From an optimization exercise on the open Yosys and OpenROAD flow, aimed at small area, a short achievable clock period and few clock cycles; shortcuts taken in it are not production practice.
The RTL was checked by simulation tests, not by an equivalence proof against the original design.

Design mdu_sequencer, start of the top module:
module mdu_sequencer #(
  parameter int unsigned MULT_CYCLES = 5,   
  parameter int unsigned DIV_CYCLES  = 10   
) (
  input  logic        clk,
  input  logic        reset,
  input  logic        start,
  input  logic [2:0]  mdu_op,
  input  logic [31:0] a,
  input  logic [31:0] b,
  input  logic        cancel,
  input  logic        d_is_md,
  output logic        busy,
  output logic        stall_md,
  output logic [31:0] hi,
  output logic [31:0] lo
);
Settings: LEC_CHECK=0, ABC_AREA=1, CAP_MARGIN=10, CORE_MARGIN=2, CORE_UTILIZATION=50, CTS_BUF_LIST=sky130_fd_sc_hd__clkbuf_8, SLEW_MARGIN=10; clock period 85.0 ns.
run.sh (not shown) runs the stock make flow with config.mk's settings and CLKGATE_MAP_FILE= SYNTH_SCRIPT=/design/flow/synth_recipe.tcl, a recipe that flattens the netlist after the stock synthesis.
The starting point completed with no timing, DRC or antenna violations.
Testbench counts at the start, summed over its fixed seeds: cycles 133,686.
Edit:
==> flow/flow/run.sh (new file) <==
#!/bin/bash
# The standard layout (the standard.sh), with the port buffers made of
# sky130_fd_sc_hd__buf_1 instead of the cell buffer_ports picks by default.
# Every input and output port still gets its own buffer.
set -euo pipefail
bash standard.sh "BUFFER_PORTS_ARGS=-buffer_cell sky130_fd_sc_hd__buf_1" finish > flow_standard.log 2>&1
==> flow/standard.sh (new file) <==
#!/bin/bash
# synth_recipe.tcl (not shown) runs the flow's synth.tcl, then flattens the netlist and writes it again
# the make line also repeats each setting of config.mk as NAME=value (left out here)
make -C /OpenROAD-flow-scripts/flow DESIGN_CONFIG=/design/flow/config.mk WORK_HOME=/design/flow/orfs CLKGATE_MAP_FILE= SYNTH_SCRIPT=/design/flow/synth_recipe.tcl "${@:-finish}"
CAP_MARGIN = 5   (was 10)
PLACE_DENSITY = 0.7   (was unset)
SLEW_MARGIN = 5   (was 10)
removed: flow/run.sh
Outcome: Cell area went down by a few percent; core utilization came out lower by 1.8 points.
Edit:
==> flow/run.sh (new file) <==
#!/bin/bash
# synth_recipe.tcl (not shown) runs the flow's synth.tcl, then flattens the netlist and writes it again
# the make line also repeats each setting of config.mk as NAME=value (left out here)
make -C /OpenROAD-flow-scripts/flow DESIGN_CONFIG=/design/flow/config.mk WORK_HOME=/design/flow/orfs CLKGATE_MAP_FILE= SYNTH_SCRIPT=/design/flow/synth_recipe.tcl finish
CAP_MARGIN = 20   (was 5)
CORE_UTILIZATION = 40   (was 50)
CTS_BUF_LIST = unset   (was sky130_fd_sc_hd__clkbuf_8)
PLACE_DENSITY = unset   (was 0.7)
SLEW_MARGIN = 20   (was 5)
removed: flow/flow/run.sh
removed: flow/standard.sh
What happened:
- clock skew is about the same
- setup slack loses 770 ps
- synthesized area does not change
- core utilization decreases by 8.7 points
- count of clock-buffer cells in the layout rose by 4
- register-to-register slack improved by 1000 ps
- design area came out higher by 5.1%
- wire length rises by 5.5%
- flip-flop and latch count is unchanged
- sequential share of layout area is lower by 0.79 points
Edit:
==> flow/flow/run.sh (new file) <==
#!/bin/bash
# The standard layout (the standard.sh) with two changes:
#  - the port buffers are sky130_fd_sc_hd__buf_1 instead of the cell buffer_ports
#    picks by default (every input and output port still gets its own buffer);
#  - ORFS's power recovery (repair_timing -recover_power) runs at global route,
#    downsizing gates that have slack to spare.
set -euo pipefail
bash standard.sh "BUFFER_PORTS_ARGS=-buffer_cell sky130_fd_sc_hd__buf_1" "RECOVER_POWER=100" finish > flow_standard.log 2>&1
==> flow/standard.sh (new file) <==
#!/bin/bash
# synth_recipe.tcl (not shown) runs the flow's synth.tcl, then flattens the netlist and writes it again
# the make line also repeats each setting of config.mk as NAME=value (left out here)
make -C /OpenROAD-flow-scripts/flow DESIGN_CONFIG=/design/flow/config.mk WORK_HOME=/design/flow/orfs CLKGATE_MAP_FILE= SYNTH_SCRIPT=/design/flow/synth_recipe.tcl "${@:-finish}"
CAP_MARGIN = 10   (was 20)
CORE_UTILIZATION = 50   (was 40)
CTS_BUF_LIST = sky130_fd_sc_hd__clkbuf_8   (was unset)
SLEW_MARGIN = 10   (was 20)
removed: flow/run.sh
The new run ran to the end with violations: capacitance limit, slew limit.
Maximum frequency climbs by 2.2%.
Clock-buffer cell count drops by 3.
Synthesized cell count stays the same.
Non-clock buffer count climbs by 4.
Sequential share of layout area climbs by 0.93 points.
Synthesized area is unchanged.
Die area drops by 20%.
Edit:
==> flow/flow/run.sh (replaced) <==
#!/bin/bash
# The standard layout (the standard.sh), with the port buffers made of
# sky130_fd_sc_hd__buf_1 instead of the cell buffer_ports picks by default.
# Every input and output port still gets its own buffer.
set -euo pipefail
bash standard.sh "BUFFER_PORTS_ARGS=-buffer_cell sky130_fd_sc_hd__buf_1" finish > flow_standard.log 2>&1
CAP_MARGIN = 20   (was 10)
CORE_UTILIZATION = 40   (was 50)
CTS_BUF_LIST = unset   (was sky130_fd_sc_hd__clkbuf_8)
SLEW_MARGIN = 20   (was 10)
After rerunning: The changed run passed the timing, DRC and antenna checks. Worst hold slack loses 3.9 ps. Global-route usage drops by 9.4 points. Setup slack is better by 4.6 ps. Via count drops by a few percent. Non-clock buffer count decreases by 5. Maximum frequency is about the same. Die area rose by a quarter to a third. Routed wire length came out lower by a few percent. Utilization came out lower by 9.5 points.
Edit:
CAP_MARGIN = 0   (was 20)
CORE_UTILIZATION = 50   (was 40)
CTS_BUF_LIST = sky130_fd_sc_hd__clkbuf_8   (was unset)
SLEW_MARGIN = 0   (was 20)
Outcome:
- die area drops by 20%
- worst setup slack is worse by 4.9 ps
- utilization climbs by 10 points
- synthesized cell count stays the same

static timing again, ports no longer ideal:
No port has a modelled driver above. Below, the same layouts with a new extraction and two added sets of constraints.
Step 1 assumes that a clkbuf_16 drives the clock port and a buf_2 every other input.
Step 2 also shifts input and output timing later by t, the mid clock arrival at the registers, as if the neighbouring blocks saw the same clock.
a / b / c = no drivers / after step 1 / after step 2; a / b = the first two.
run | t, ns | setup slack, ns | hold WS [ns] | worst data-port slew with drivers (ns)
the first run | 0.586 | 49.895 / 49.871 / 49.871 | 0.496 / 0.496 / 0.496 | 0.05
the second run | 0.575 | 50.639 / 50.619 / 50.619 | 0.499 / 0.499 / 0.499 | 0.05
the third run | 0.515 | 49.866 / 49.841 / 49.841 | 0.483 / 0.483 / 0.483 | 0.05
the fourth run | 0.591 | 50.631 / 50.609 / 50.609 | 0.492 / 0.492 / 0.492 | 0.06
the fifth run | 0.524 | 50.636 / 50.615 / 50.615 | 0.488 / 0.488 / 0.488 | 0.04
the sixth run | 0.587 | 50.631 / 50.609 / 50.609 | 0.491 / 0.491 / 0.491 | 0.06
The setup slack of the third run, which loses most, moves by -0.025 ns with the drivers and by -0.025 ns with both steps.
